Context: an optimization exercise on an open-source flow, tuned for small area. The choices shown serve that exercise and are no tape-out recipe. Only simulation tests tie the RTL to the original design; equivalence was not proved. No activity file was given, so power comes from the tool's default toggle rates.

==> flow/design.v <==
`default_nettype none
package regfile_pkg;
   localparam int DEFAULT_WIDTH = 32;
   localparam int DEFAULT_DEPTH = 32;
   localparam int ZERO_REG      = 0;
   function automatic int calc_aw(input int depth);
      calc_aw = $clog2(depth);
   endfunction
endpackage
`default_nettype wire
`default_nettype none
module regfile_scoreboard
#(
   parameter  int DEPTH = regfile_pkg::DEFAULT_DEPTH
) (
   input  logic             clk,
   input  logic             reset,
   input  logic [DEPTH-1:1] w_dec,
   input  logic [DEPTH-1:1] iss_dec,
   output logic [DEPTH-1:0] busy_vec,
   output logic [DEPTH-1:1] b_keep,
   output logic             err
);
   logic [DEPTH-1:1] r_busy;
   logic             r_err;
   assign b_keep = r_busy & ~w_dec;
   always_ff @(posedge clk or posedge reset) begin
      if (reset) begin
         r_busy <= '0;
         r_err  <= 1'b0;
      end else begin
         r_busy <= b_keep | iss_dec;
         if (|(iss_dec & b_keep))
            r_err <= 1'b1;
      end
   end
   assign busy_vec = {r_busy, 1'b0};
   assign err      = r_err;
endmodule
`default_nettype wire
`default_nettype none
module regfile_sb
#(
   parameter  int WIDTH = regfile_pkg::DEFAULT_WIDTH,
   parameter  int DEPTH = regfile_pkg::DEFAULT_DEPTH,
   localparam int AW    = regfile_pkg::calc_aw(DEPTH)
) (
   input  logic             clk,
   input  logic             reset,
   input  logic             ra_en,
   input  logic [AW-1:0]    ra_addr,
   output logic [WIDTH-1:0] ra_data,
   output logic             ra_busy,
   input  logic             rb_en,
   input  logic [AW-1:0]    rb_addr,
   output logic [WIDTH-1:0] rb_data,
   output logic             rb_busy,
   input  logic             w_en,
   input  logic [AW-1:0]    w_addr,
   input  logic [WIDTH-1:0] w_data,
   input  logic             iss_en,
   input  logic [AW-1:0]    iss_addr,
   output logic             stall,
   output logic [DEPTH-1:0] busy_vec,
   output logic             err
);
   logic [DEPTH-1:1][WIDTH-1:0] r_data;    
   logic [DEPTH-1:1][WIDTH-1:0] r_next;
   logic [DEPTH-1:1]            r_vld;     
   logic [DEPTH-1:1]            w_dec;     
   logic [DEPTH-1:1]            w_hold;    
   logic [DEPTH-1:1]            iss_dec;
   logic [DEPTH-1:1]            b_keep;    
   logic [DEPTH-1:1]            ra_dec, rb_dec;
   logic [DEPTH-1:1]            ra_sel, rb_sel;
   logic [DEPTH-1:1]            v_rd;      
   logic [DEPTH-1:1]            b_rd;      
   logic                        ra_byp, rb_byp;
   always_comb begin
      for (int i = 1; i < DEPTH; i++) begin
         w_dec[i]  = w_en  && (w_addr  == AW'(i));
         ra_dec[i] = ra_en && (ra_addr == AW'(i));
         rb_dec[i] = rb_en && (rb_addr == AW'(i));
         iss_dec[i] = iss_en && (iss_addr == AW'(i));
      end
   end
   assign w_hold = ~w_dec;
   assign v_rd   = r_vld & ~w_dec;
   assign b_rd   = b_keep;
   assign ra_sel = ra_dec & v_rd;
   assign rb_sel = rb_dec & v_rd;
   for (genvar i = 1; i < DEPTH; i++) begin : g_row
      regfile_wrow #(
         .WIDTH (WIDTH)
      ) u_wrow (
         .we     (w_dec[i]),
         .hold   (w_hold[i]),
         .w_data (w_data),
         .q      (r_data[i]),
         .d      (r_next[i])
      );
   end
   always_ff @(posedge clk) begin
      r_data <= r_next;
   end
   always_ff @(posedge clk or posedge reset) begin
      if (reset)
         r_vld <= '0;
      else
         r_vld <= r_vld | w_dec;
   end
   regfile_scoreboard #(
      .DEPTH (DEPTH)
   ) u_scoreboard (
      .clk      (clk),
      .reset    (reset),
      .w_dec    (w_dec),
      .iss_dec  (iss_dec),
      .busy_vec (busy_vec),
      .b_keep   (b_keep),
      .err      (err)
   );
   assign ra_byp = ra_en && !reset && w_en && (w_addr == ra_addr) &&
                   (ra_addr != AW'(regfile_pkg::ZERO_REG));
   assign rb_byp = rb_en && !reset && w_en && (w_addr == rb_addr) &&
                   (rb_addr != AW'(regfile_pkg::ZERO_REG));
   regfile_rdport #(
      .WIDTH (WIDTH),
      .DEPTH (DEPTH)
   ) u_rda (
      .sel    (ra_sel),
      .byp    (ra_byp),
      .r_data (r_data),
      .w_data (w_data),
      .data   (ra_data)
   );
   regfile_rdport #(
      .WIDTH (WIDTH),
      .DEPTH (DEPTH)
   ) u_rdb (
      .sel    (rb_sel),
      .byp    (rb_byp),
      .r_data (r_data),
      .w_data (w_data),
      .data   (rb_data)
   );
   always_comb begin
      ra_busy = 1'b0;
      rb_busy = 1'b0;
      for (int i = 1; i < DEPTH; i++) begin
         ra_busy = ra_busy | (ra_dec[i] & b_rd[i]);
         rb_busy = rb_busy | (rb_dec[i] & b_rd[i]);
      end
   end
   assign stall = ra_busy | rb_busy;
endmodule
`default_nettype wire
`default_nettype none
module regfile_wrow
#(
   parameter  int WIDTH = regfile_pkg::DEFAULT_WIDTH
) (
   input  logic             we,
   input  logic             hold,
   input  logic [WIDTH-1:0] w_data,
   input  logic [WIDTH-1:0] q,
   output logic [WIDTH-1:0] d
);
   assign d = ({WIDTH{we}} & w_data) | ({WIDTH{hold}} & q);
endmodule
`default_nettype wire
`default_nettype none
module regfile_rdport
#(
   parameter  int WIDTH = regfile_pkg::DEFAULT_WIDTH,
   parameter  int DEPTH = regfile_pkg::DEFAULT_DEPTH,
   localparam int NT    = DEPTH,               
   localparam int NG    = (NT + 2) / 3
) (
   input  logic [DEPTH-1:1]            sel,
   input  logic                        byp,
   input  logic [DEPTH-1:1][WIDTH-1:0] r_data,
   input  logic [WIDTH-1:0]            w_data,
   output logic [WIDTH-1:0]            data
);
   logic [NT-1:0]            t_sel;
   logic [NT*WIDTH-1:0]      t_dat;
   logic [NG-1:0][WIDTH-1:0] g_n;
   assign t_sel = {sel, byp};
   assign t_dat = {r_data, w_data};
   for (genvar g = 0; g < NG; g++) begin : g_grp
      localparam int N = (NT - 3*g < 3) ? NT - 3*g : 3;
      regfile_aoi #(
         .WIDTH (WIDTH),
         .N     (N)
      ) u_aoi (
         .s   (t_sel[3*g +: N]),
         .d   (t_dat[3*g*WIDTH +: N*WIDTH]),
         .y_n (g_n[g])
      );
   end
   always_comb begin
      data = '0;
      for (int g = 0; g < NG; g++)
         data = data | ~g_n[g];
   end
endmodule
`default_nettype wire
`default_nettype none
module regfile_aoi
#(
   parameter  int WIDTH = regfile_pkg::DEFAULT_WIDTH,
   parameter  int N     = 3
) (
   input  logic [N-1:0]            s,
   input  logic [N*WIDTH-1:0]      d,
   output logic [WIDTH-1:0]        y_n
);
   always_comb begin
      y_n = '1;
      for (int k = 0; k < N; k++)
         y_n = y_n & ~({WIDTH{s[k]}} & d[k*WIDTH +: WIDTH]);
   end
endmodule
`default_nettype wire
export LEC_CHECK = 0
export CAP_MARGIN = 20
export CORE_MARGIN = 2
export CORE_UTILIZATION = 40
export SLEW_MARGIN = 20
export SYNTH_HIERARCHICAL = 1
create_clock -name core_clock -period 8.0 [get_ports {clk}]
standard.sh (not shown) runs the stock make flow with config.mk's settings and CLKGATE_MAP_FILE= SYNTH_SCRIPT=/design/flow/synth_recipe.tcl, a recipe that flattens the netlist after the stock synthesis.
==> flow/flow/run.sh <==
#!/bin/bash
# The standard layout (standard.sh: ORFS synthesis through finish), with two
# changes: every port gets the smallest buffer (buf_1) instead of the one
# buffer_ports picks by default, and CTS builds the tree from clkbuf_8 only,
# with up to 16 sinks per leaf buffer and no dummy loads. make's full output
# goes to standard_flow.log; each ORFS step keeps its own log under orfs/logs/.
set -euo pipefail
bash standard.sh \
   "BUFFER_PORTS_ARGS=-buffer_cell sky130_fd_sc_hd__buf_1" \
   "CTS_ARGS=-sink_clustering_enable -repair_clock_nets -dont_use_dummy_load -buf_list sky130_fd_sc_hd__clkbuf_8 -sink_clustering_size 16 -sink_clustering_max_diameter 60" \
   finish > standard_flow.log 2>&1
Next try:
==> flow/run.sh (new file) <==
#!/bin/bash
# synth_recipe.tcl (not shown) runs the flow's synth.tcl, then flattens the netlist and writes it again
# the make line also repeats each setting of config.mk as NAME=value (left out here)
make -C /OpenROAD-flow-scripts/flow DESIGN_CONFIG=/design/flow/config.mk WORK_HOME=/design/flow/orfs CLKGATE_MAP_FILE= SYNTH_SCRIPT=/design/flow/synth_recipe.tcl finish
--- a/flow/config.mk
+++ b/flow/config.mk
@@ -10 +10 @@
-export CORE_UTILIZATION = 40
+export CORE_UTILIZATION = 30
removed: flow/flow/run.sh
removed: flow/standard.sh
After rerunning:
- count of clock-buffer cells in the layout is higher by 78
- flip-flop and latch count is unchanged
- hold slack loses 0.0037 ns
- wire length is higher by 12%
- setup slack loses 0.53 ns
- cell area is higher by 10%
- power is higher by 25%
- sequential share of layout area is lower by 4.2 points
- critical path depth is higher by 2
- die area is higher by 33%

[re-timing with driven ports]
In the flow no input, the clock included, has a driving cell. The finished layouts below were timed again as built, in two steps.
Step 1, drivers: a clkbuf_16 drives clk and a buf_2 each remaining input, both assumed.
Step 2 also shifts input and output timing later by t, the mid clock arrival at the registers, as if the neighbouring blocks saw the same clock.
a / b / c = ideal ports / drivers / drivers and shift; a / b = the first two.
run	t, ns	setup slack, ns	worst register clock-pin slew, ns
the first run	0.815	1.002 / 0.977 / 0.977	0.11 / 0.11
the second run	0.807	0.474 / 0.334 / 0.334	0.07 / 0.07
After both steps setup and hold are still met in every run listed. The setup slack of the second run, which loses most, moves by -0.140 ns with the drivers and by -0.140 ns with both steps.
